This design comes from an exercise in tuning for a short achievable clock period and few clock cycles on the open sky130 flow, not from production work.
Function was checked by simulation only, so behaviour that the tests miss may differ from the original.
No activity file was given, so power comes from the tool's default toggle rates.

$ cat design/flow/config.mk
export PLATFORM = sky130hd
export DESIGN_NAME = mips_pipe
export DESIGN_NICKNAME = mips_pipe
export VERILOG_FILES = /design/flow/design.v
export SDC_FILE = /design/flow/constraint.sdc
export NUM_CORES = 4
export LEC_CHECK = 0
export CAP_MARGIN = 20
export CORE_MARGIN = 2
export CORE_UTILIZATION = 40
export SLEW_MARGIN = 20
$ cat design/flow/run.sh
#!/bin/bash
# synth_recipe.tcl (not shown) runs the flow's synth.tcl, then flattens the netlist and writes it again
# the make line also repeats each setting of config.mk as NAME=value (left out here)
make -C /OpenROAD-flow-scripts/flow DESIGN_CONFIG=/design/flow/config.mk WORK_HOME=/design/flow/orfs CLKGATE_MAP_FILE= SYNTH_SCRIPT=/design/flow/synth_recipe.tcl finish
$ cat design/flow/constraint.sdc
create_clock -name core_clock -period 6.0 [get_ports {clk}]
set_input_delay 1.2000 -clock core_clock [delete_from_list [all_inputs] [get_ports {clk}]]
set_output_delay 1.2000 -clock core_clock [all_outputs]
set_load 0.01 [all_outputs]
$ cat design/flow/design.v
`default_nettype none
package mips_isa_pkg;
	typedef logic [4:0] reg_idx_t;
	typedef enum logic [5:0] {
		OP_RTYPE = 6'h00,
		OP_ADDI  = 6'h08,
		OP_LW    = 6'h23,
		OP_SW    = 6'h2b
	} opcode_e;
	typedef enum logic [5:0] {
		FN_ADD = 6'h20,
		FN_SUB = 6'h22,
		FN_AND = 6'h24,
		FN_OR  = 6'h25,
		FN_SLT = 6'h2a
	} funct_e;
	typedef struct packed {
		opcode_e    opcode;
		reg_idx_t   rs;
		reg_idx_t   rt;
		reg_idx_t   rd;
		logic [4:0] shamt;
		funct_e     funct;
	} r_form_t;
	typedef struct packed {
		opcode_e     opcode;
		reg_idx_t    rs;
		reg_idx_t    rt;
		logic [15:0] imm;
	} i_form_t;
	typedef union packed {
		r_form_t r;
		i_form_t i;
	} instr_t;
endpackage
`default_nettype wire
`default_nettype none
package pipe_pkg;
	typedef enum logic [2:0] {
		ALU_ADD,
		ALU_SUB,
		ALU_AND,
		ALU_OR,
		ALU_SLT
	} alu_op_e;
	typedef enum logic [1:0] {
		FWD_REG = 2'd0,
		FWD_WB  = 2'd1,
		FWD_EXM = 2'd2
	} fwd_sel_e;
	typedef struct packed {
		logic    reg_write;
		logic    mem_read;
		logic    mem_write;
		logic    mem_to_reg;
		logic    alu_src_imm;
		alu_op_e alu_op;
	} ctrl_t;
	typedef struct packed {
		logic [31:0] instr;     
	} if_id_t;
	typedef struct packed {
		ctrl_t                  ctrl;
		logic [4:0]             rs;
		logic [4:0]             rt;
		logic [4:0]             dest;
		logic [31:0]            op_a;
		logic [31:0]            op_b;
		logic [31:0]            imm;
	} id_ex_t;
	typedef struct packed {
		ctrl_t                  ctrl;
		logic [4:0]             dest;
		logic [4:0]             rt;     
		logic [31:0]            alu_result;
		logic [31:0]            store_data;
	} ex_mem_t;
	typedef struct packed {
		ctrl_t                  ctrl;
		logic [4:0]             dest;
		logic [31:0]            result;
	} mem_wb_t;
	typedef struct packed {
		fwd_sel_e   fwd_a;
		fwd_sel_e   fwd_b;
		logic       mem_to_mem;
		logic       stall;
		logic [1:0] id_bypass;     
	} hazard_t;
endpackage
`default_nettype wire
`timescale 1ns/1ns
`default_nettype none
module forward_unit (
	input  logic              clk,
	input  logic              arst_n,
	input  pipe_pkg::if_id_t  if_id,
	input  pipe_pkg::id_ex_t  id_ex,
	input  pipe_pkg::ex_mem_t ex_mem,
	input  pipe_pkg::mem_wb_t mem_wb,
	output pipe_pkg::hazard_t haz
);
	mips_isa_pkg::instr_t   id_instr;
	mips_isa_pkg::reg_idx_t id_rs;
	mips_isa_pkg::reg_idx_t id_rt;
	logic     id_is_store;
	logic     exm_wr;
	logic     wb_wr;
	logic     wb_is_load;
	assign id_instr    = if_id.instr;
	assign id_rs       = id_instr.r.rs;
	assign id_rt       = id_instr.r.rt;
	assign id_is_store = (id_instr.i.opcode == mips_isa_pkg::OP_SW);
	assign exm_wr      = ex_mem.ctrl.reg_write && (ex_mem.dest != '0);
	assign wb_wr       = mem_wb.ctrl.reg_write && (mem_wb.dest != '0);
	assign wb_is_load  = wb_wr && mem_wb.ctrl.mem_read;
	always_comb
	begin
		if (exm_wr && (ex_mem.dest == id_ex.rs))
			haz.fwd_a = pipe_pkg::FWD_EXM;
		else if (wb_wr && (mem_wb.dest == id_ex.rs))
			haz.fwd_a = pipe_pkg::FWD_WB;
		else
			haz.fwd_a = pipe_pkg::FWD_REG;
		if (exm_wr && (ex_mem.dest == id_ex.rt))
			haz.fwd_b = pipe_pkg::FWD_EXM;
		else if (wb_wr && (mem_wb.dest == id_ex.rt))
			haz.fwd_b = pipe_pkg::FWD_WB;
		else
			haz.fwd_b = pipe_pkg::FWD_REG;
		haz.mem_to_mem = ex_mem.ctrl.mem_write && wb_is_load && (ex_mem.rt == mem_wb.dest);
		haz.stall = id_ex.ctrl.mem_read && (id_ex.dest != '0) &&
			((id_ex.dest == id_rs) || ((id_ex.dest == id_rt) && !id_is_store));
		haz.id_bypass[0] = wb_wr && (mem_wb.dest == id_rs);
		haz.id_bypass[1] = wb_wr && (mem_wb.dest == id_rt);
	end
endmodule
`default_nettype wire
`timescale 1ns/1ns
`default_nettype none
module reg_file (
	input  logic                   clk,
	input  logic                   arst_n,
	input  logic                   we,
	input  mips_isa_pkg::reg_idx_t waddr,
	input  logic [31:0]            wdata,
	input  mips_isa_pkg::reg_idx_t raddr_a,
	input  mips_isa_pkg::reg_idx_t raddr_b,
	output logic [31:0]            rdata_a,
	output logic [31:0]            rdata_b
);
	logic [31:0] regs [32];
	always_ff @(posedge clk or negedge arst_n)
	begin
		if (!arst_n)
			for (int i = 0; i < 32; i++)
				regs[i] <= '0;
		else if (we && (waddr != '0))     
			regs[waddr] <= wdata;
	end
	assign rdata_a = regs[raddr_a];
	assign rdata_b = regs[raddr_b];
endmodule
`default_nettype wire
`timescale 1ns/1ns
`default_nettype none
module decode_stage (
	input  pipe_pkg::if_id_t       if_id,
	input  pipe_pkg::hazard_t      haz,
	input  pipe_pkg::mem_wb_t      wb,
	input  logic [31:0]            rdata_a,
	input  logic [31:0]            rdata_b,
	output mips_isa_pkg::reg_idx_t raddr_a,
	output mips_isa_pkg::reg_idx_t raddr_b,
	output pipe_pkg::id_ex_t       id_ex_next
);
	mips_isa_pkg::instr_t   instr;
	pipe_pkg::ctrl_t    ctrl;
	mips_isa_pkg::reg_idx_t dest;
	assign instr   = if_id.instr;
	assign raddr_a = instr.r.rs;
	assign raddr_b = instr.r.rt;
	always_comb
	begin
		ctrl = '0;
		dest = '0;
		case (instr.r.opcode)
			mips_isa_pkg::OP_RTYPE:
			begin
				ctrl.reg_write = 1'b1;
				dest           = instr.r.rd;
				case (instr.r.funct)
					mips_isa_pkg::FN_ADD: ctrl.alu_op = pipe_pkg::ALU_ADD;
					mips_isa_pkg::FN_SUB: ctrl.alu_op = pipe_pkg::ALU_SUB;
					mips_isa_pkg::FN_AND: ctrl.alu_op = pipe_pkg::ALU_AND;
					mips_isa_pkg::FN_OR:  ctrl.alu_op = pipe_pkg::ALU_OR;
					mips_isa_pkg::FN_SLT: ctrl.alu_op = pipe_pkg::ALU_SLT;
					default:
					begin
						ctrl.reg_write = 1'b0;     
						dest           = '0;
					end
				endcase
			end
			mips_isa_pkg::OP_ADDI:
			begin
				ctrl.reg_write   = 1'b1;
				ctrl.alu_src_imm = 1'b1;
				dest             = instr.i.rt;
			end
			mips_isa_pkg::OP_LW:
			begin
				ctrl.reg_write   = 1'b1;
				ctrl.mem_read    = 1'b1;
				ctrl.mem_to_reg  = 1'b1;
				ctrl.alu_src_imm = 1'b1;
				dest             = instr.i.rt;
			end
			mips_isa_pkg::OP_SW:
			begin
				ctrl.mem_write   = 1'b1;
				ctrl.alu_src_imm = 1'b1;
			end
			default: ;
		endcase
		if (haz.stall)
			ctrl = '0;     
		id_ex_next.ctrl = ctrl;
		id_ex_next.rs   = instr.r.rs;
		id_ex_next.rt   = instr.r.rt;
		id_ex_next.dest = dest;
		id_ex_next.op_a = haz.id_bypass[0] ? wb.result : rdata_a;
		id_ex_next.op_b = haz.id_bypass[1] ? wb.result : rdata_b;
		id_ex_next.imm  = {{16{instr.i.imm[15]}}, instr.i.imm};
	end
endmodule
`default_nettype wire
`timescale 1ns/1ns
`default_nettype none
module exec_stage (
	input  pipe_pkg::id_ex_t  id_ex,
	input  pipe_pkg::hazard_t haz,
	input  logic [31:0]       ex_mem_result,
	input  logic [31:0]       wb_result,
	output pipe_pkg::ex_mem_t ex_mem_next
);
	logic [31:0] op_a;
	logic [31:0] op_b_fwd;
	logic [31:0] op_b;
	logic [31:0] alu_y;
	always_comb
	begin
		case (haz.fwd_a)
			pipe_pkg::FWD_EXM: op_a = ex_mem_result;
			pipe_pkg::FWD_WB:  op_a = wb_result;
			default: op_a = id_ex.op_a;
		endcase
		case (haz.fwd_b)
			pipe_pkg::FWD_EXM: op_b_fwd = ex_mem_result;
			pipe_pkg::FWD_WB:  op_b_fwd = wb_result;
			default: op_b_fwd = id_ex.op_b;
		endcase
		op_b = id_ex.ctrl.alu_src_imm ? id_ex.imm : op_b_fwd;
		case (id_ex.ctrl.alu_op)
			pipe_pkg::ALU_SUB: alu_y = op_a - op_b;
			pipe_pkg::ALU_AND: alu_y = op_a & op_b;
			pipe_pkg::ALU_OR:  alu_y = op_a | op_b;
			pipe_pkg::ALU_SLT: alu_y = {31'd0, $signed(op_a) < $signed(op_b)};
			default: alu_y = op_a + op_b;
		endcase
	end
	assign ex_mem_next.ctrl = id_ex.ctrl;
	assign ex_mem_next.dest = id_ex.dest;
	assign ex_mem_next.rt = id_ex.rt;
	assign ex_mem_next.alu_result = alu_y;
	assign ex_mem_next.store_data = op_b_fwd;     
endmodule
`default_nettype wire
`timescale 1ns/1ns
`default_nettype none
module mem_array #(
	parameter int DEPTH = 64
) (
	input  logic        clk,
	input  logic        we,
	input  logic [29:0] waddr,
	input  logic [31:0] wdata,
	input  logic [29:0] raddr,
	output logic [31:0] rdata
);
	localparam int AW = $clog2(DEPTH);
	logic [31:0] mem [DEPTH];
	always_ff @(posedge clk)
	begin
		if (we)
			mem[waddr[AW-1:0]] <= wdata;
	end
	assign rdata = mem[raddr[AW-1:0]];     
endmodule
`default_nettype wire
`timescale 1ns/1ns
`default_nettype none
module mips_pipe #(
	parameter int IMEM_DEPTH = 64,
	parameter int DMEM_DEPTH = 64
) (
	input  logic                   clk,
	input  logic                   arst_n,
	input  logic                   prog_we,
	input  logic [29:0]            prog_addr,
	input  logic [31:0]            prog_data,
	output logic                   wb_valid,
	output mips_isa_pkg::reg_idx_t wb_dest,
	output logic [31:0]            wb_data,
	output logic                   st_valid,
	output logic [31:0]            st_addr,
	output logic [31:0]            st_data
);
	logic [31:0] pc;
	logic [31:0] instr_word;
	logic [31:0] rdata_a;
	logic [31:0] rdata_b;
	logic [31:0] dmem_rdata;
	logic [31:0] store_data;
	mips_isa_pkg::reg_idx_t    raddr_a;
	mips_isa_pkg::reg_idx_t    raddr_b;
	pipe_pkg::hazard_t     haz;
	pipe_pkg::if_id_t      if_id;
	pipe_pkg::id_ex_t      id_ex;
	pipe_pkg::id_ex_t      id_ex_next;
	pipe_pkg::ex_mem_t     ex_mem;
	pipe_pkg::ex_mem_t     ex_mem_next;
	pipe_pkg::mem_wb_t     mem_wb;
	pipe_pkg::mem_wb_t     mem_wb_next;
	always_ff @(posedge clk or negedge arst_n)
	begin
		if (!arst_n)
		begin
			pc    <= '0;
			if_id <= '0;
		end
		else if (!haz.stall)
		begin
			pc          <= pc + 32'd4;
			if_id.instr <= instr_word;
		end
	end
	always_ff @(posedge clk or negedge arst_n)
	begin
		if (!arst_n)
		begin
			id_ex  <= '0;
			ex_mem <= '0;
			mem_wb <= '0;
		end
		else
		begin
			id_ex  <= id_ex_next;
			ex_mem <= ex_mem_next;
			mem_wb <= mem_wb_next;
		end
	end
	mem_array #(.DEPTH(IMEM_DEPTH)) u_imem (
		.clk   (clk),
		.we    (prog_we && !arst_n),     
		.waddr (prog_addr),
		.wdata (prog_data),
		.raddr (pc[31:2]),
		.rdata (instr_word)
	);
	forward_unit u_fwd (
		.clk    (clk),
		.arst_n (arst_n),
		.if_id  (if_id),
		.id_ex  (id_ex),
		.ex_mem (ex_mem),
		.mem_wb (mem_wb),
		.haz    (haz)
	);
	reg_file u_rf (
		.clk     (clk),
		.arst_n  (arst_n),
		.we      (mem_wb.ctrl.reg_write),
		.waddr   (mem_wb.dest),
		.wdata   (mem_wb.result),
		.raddr_a (raddr_a),
		.raddr_b (raddr_b),
		.rdata_a (rdata_a),
		.rdata_b (rdata_b)
	);
	decode_stage u_dec (
		.if_id      (if_id),
		.haz        (haz),
		.wb         (mem_wb),
		.rdata_a    (rdata_a),
		.rdata_b    (rdata_b),
		.raddr_a    (raddr_a),
		.raddr_b    (raddr_b),
		.id_ex_next (id_ex_next)
	);
	exec_stage u_ex (
		.id_ex         (id_ex),
		.haz           (haz),
		.ex_mem_result (ex_mem.alu_result),
		.wb_result     (mem_wb.result),
		.ex_mem_next   (ex_mem_next)
	);
	assign store_data = haz.mem_to_mem ? mem_wb.result : ex_mem.store_data;
	mem_array #(.DEPTH(DMEM_DEPTH)) u_dmem (
		.clk   (clk),
		.we    (ex_mem.ctrl.mem_write),
		.waddr (ex_mem.alu_result[31:2]),
		.wdata (store_data),
		.raddr (ex_mem.alu_result[31:2]),
		.rdata (dmem_rdata)
	);
	assign mem_wb_next.ctrl = ex_mem.ctrl;
	assign mem_wb_next.dest = ex_mem.dest;
	assign mem_wb_next.result = ex_mem.ctrl.mem_to_reg ? dmem_rdata : ex_mem.alu_result;
	assign wb_valid = mem_wb.ctrl.reg_write && (mem_wb.dest != '0);
	assign wb_dest  = mem_wb.dest;
	assign wb_data  = mem_wb.result;
	assign st_valid = ex_mem.ctrl.mem_write;
	assign st_addr  = ex_mem.alu_result;
	assign st_data  = store_data;
endmodule
`default_nettype wire
==> results.txt <==
power by group:
part           internal (mW)  switching [mW]
combinational           6.98            16.6
clock                   19.2            14.9
sequential              41.3            1.34
cell usage after synthesis (66+ instances only):
| cell | number |
|---|---|
| clkbuf_1 | 756 |
| dfrtp_1 | 1280 |
| mux2_2 | 1028 |
| a21oi_1 | 222 |
| o21ai_0 | 203 |
| a221oi_1 | 472 |
| edfxtp_1 | 4096 |
| buf_2 | 66 |
| nand4_1 | 236 |
| mux2i_1 | 83 |
| a22o_1 | 468 |
| buf_4 | 84 |
| inv_1 | 108 |
| buf_1 | 162 |
| nand2_1 | 232 |
| nor2_1 | 342 |
| a22oi_1 | 1066 |
| ha_1 | 97 |
| mux4_2 | 673 |
| nand3_1 | 114 |
| a31oi_1 | 105 |
worst max path at each step:
stage                     slack (ns)  cells after the start           to
after global routing            0.04                      9  st_data[21]
after global placement          0.56                     15   ex_mem[54]
final                           0.23                      9  st_data[21]
after CTS                       0.24                      9  st_data[21]
after detailed placement        0.50                     15   ex_mem[54]
after floorplan                 1.10                     19   ex_mem[54]
worst max-delay path: cells and delay by family (launching register included):
kind                   cells  cell delay (ns)
AOI/OAI and AO/OA          1             0.37
buffers and inverters      3             1.33
DFF                        1             0.38
muxes                      1             0.80
and+or+nand+nor            4             0.57
registers in the layout, summed over array words and instances, names as in the netlist:
signal / cells
u_dmem.mem: 2048
u_imem.mem: 2048
u_rf.regs: 1024
id_ex: 102
ex_mem: 77
mem_wb: 39
if_id: 32
pc: 6
routing by layer:
metal  GRT usage  up-vias  wire (µm)
met4      0.1111       24      37860
li1            -    51950          -
met5    0.002358        -        471
met2      0.3862     8980     323200
met1      0.3718    69970     296500
met3     0.07584     1789      89450
cell type report:
cell class	count	area, µm²
fillers	45790	292200
flip-flops and latches	5376	155100
multi-input cells	5965	58660
clock buffers	742	15300
well taps	7208	9019
repair buffers	787	7054
clock inverters	255	2451
inverters	109	409.1
diodes	21	52.55
kinds of logic (layout without fill, tap and decap cells):
group | count (synthesis) | count (layout) | share of synthesized area
buffers and inverters | 1181 | 1893 | 0.02242
other | 0 | 21 | 0
flip-flops | 5376 | 5376 | 0.7150
AND/OR/NAND/NOR | 1124 | 1124 | 0.02551
AO/OA/AOI/OAI | 2872 | 2872 | 0.1004
XOR/XNOR | 55 | 55 | 0.002222
adder cells (fa/ha/maj) | 100 | 100 | 0.005828
multiplexers | 1814 | 1814 | 0.1287
stage by stage:
step | worst slack [ns] | cell area [µm²] | util | power, mW | cells
after global routing | 0.04322 | 248000 | 0.4590 | 102.6 | 20450
after detailed placement | 0.5035 | 229900 | 0.4257 | 66.06 | 19440
after floorplan | 1.103 | 216800 | - | 54.03 | 12520
after CTS | 0.2399 | 247700 | 0.4586 | 99.72 | 20430
final | 0.2280 | 248000 | 0.4591 | 100.2 | 20460
after global placement | 0.5585 | 229900 | 0.4256 | 66.00 | 19440
==> flow_summary_export.csv <==
group,metric,value,unit
sta,slew_headroom,0.1111,
routing,drc,0,
cells_and_area,layout_commonest_cell,"edfxtp_1",
power,p_leak,86.07,nW
routing,firstDrtPassIters,7,
worst_setup_path,slowest_stage,"mux2_2",
status,outcome,"finished clean",
worst_setup_path,worstPathCellList,"nor2_1 -> nand2_1 -> o21ai_1 -> buf_4 -> nor2_1 -> nand4_1 -> buf_4 -> mux2_2 -> clkdlybuf4s50_1",
hold_path,min_path_cells,0,
routing,wl,747.6,mm
yosys,synthTopCellsByArea,"edfxtp_1 57%, dfrtp_1 15%, mux4_2 7.0%, mux2_2 5.3%, a22oi_1 3.7%",
hold_path,hp-start,"id_ex[118]",
hold_path,hold_class,"reg2reg",
sta,whs,0.3467,ns
worst_setup_path,startpoint_type,"flip-flop",
cells_and_area,drive_gt1_frac,0.2596,
global_route,grt_pass1_vias,127400,
sta,fmax,173.2,MHz
yosys,ys_seq_elements,5376,
die,io_pins,168,
hold_path,min_to,"ex_mem[81]",
worst_setup_path,crit_path_end_kind,"output port",
place,hpwl,442.3,mm
power,vdd_ir_drop_max,0.6011,mV
clock_tree,h-tree-depth,6,
global_route,grt_max_degree,170,
yosys,ys_types,78,
die,die_h,740.3,µm
routing,vias,132700,
routing,avgViaCountPerCell,6.485,
worst_setup_path,r2r_slack,0.46,ns
yosys,yosysSeqAreaShare,0.7150,
die,coreArea,540200,µm²
yosys,synth_nets,12690,
worst_setup_path,required,4.80,ns
die,placementRows,270,
clock_tree,cts_buffers,560,
place,gp_congestion,0.9217,
clock_tree,clkTransAtPathRegs,0.06,ns
worst_setup_path,cp.arrival,4.57,ns
yosys,synth_cells,12520,
clock_tree,clk_latency,1.14,ns
sta,finalSetupTns,0,ns
clock_tree,cts_resized,0,
routing,detail-route-antenna-nets,0,
power,powerDensity,404.1,nW/µm²
yosys,synth_edf_count,4096,
sta,rsz0062_at_grt,"false",
worst_setup_path,path_max_fanout,32,
sta,hold_viol,0,
sta,slew_violations,0,
worst_setup_path,cp_slowest_stage_delay,0.80,ns
yosys,synth_top_area_cell,"edfxtp_1",
worst_setup_path,ff2ff_path_depth,21,
yosys,ys.flop_type,"edfxtp_1",
routing,dr.first_iter.drc_count,20740,
sta,fin_skew,0.1118,ns
global_route,grt_first_pass_wirelength,1032,mm
yosys,avgSynthCellArea,17.32,µm²
cells_and_area,area_growth,14.38,%
sta,fin_crit,5.772,ns
routing,wire_per_inst,36.53,µm
die,start_util,0.4014,
sta,tightest_slew,1.330,ns
run,cap_violations,0,
cells_and_area,layout_common_cells,"4096 x edfxtp_1, 1269 x dfrtp_1, 1066 x a22oi_1",
clock_tree,cts_tree,"yes",
place,port_buffers,143,
clock_tree,hold_buffers,1,
cells_and_area,fin_nets,12960,
global_route,grt_overflow,0,
worst_setup_path,path_class,"reg2out",
clock_tree,cts_setup_buffers,0,
die,dieArea,548000,µm²
worst_setup_path,reg2reg_from,"mem_wb[36]",
worst_setup_path,startpoint,"mem_wb[36]",
yosys,syn-cell-area,216800,µm²
yosys,synth_top_area_frac,0.5673,
clock_tree,clock-sinks,5376,
die,die_w,740.3,µm
clock_tree,clk_path_buf_depth,4,
clock_tree,root_buffer,"clkbuf_16",
yosys,yosys_warnings,7,
sta,finalSetupViolCount,0,
yosys,synth_async_sr_flop_share,0.2381,
global_route,grtUsageTotal,0.2648,
global_route,antenna_found_initial,69,
sta,min_period_over_period,0.9620,
worst_setup_path,r2r-end,"ex_mem[54]",
Testbench counts, summed over its fixed seeds: cycles 33,545.

==> port drivers added, routing unchanged <==
How much do the figures lean on ideal ports? The routed layout below was timed once more, with nothing changed but the port constraints.
Step 1, drivers: a clkbuf_16 drives clk and a buf_2 each remaining input, both assumed.
Step 2 times the ports against the registers' clock, not the clock port: input delays grow and output delays shrink by t, the midpoint of the rising clock arrivals with the driver on.
Slacks: ideal / step 1 / step 2; pairs: ideal / step 1.
t, ns: 1.185
setup slack, ns: 0.228 / 0.122 / 0.464
worst setup path after step 2: register to register
latest minus earliest clock arrival (ns): 0.129 / 0.129
slew at the worst register clock pin (ns): 0.07 / 0.07
After both steps this run still meets setup and hold. The setup slack of this run moves by -0.106 ns with the drivers and by +0.236 ns with both steps.
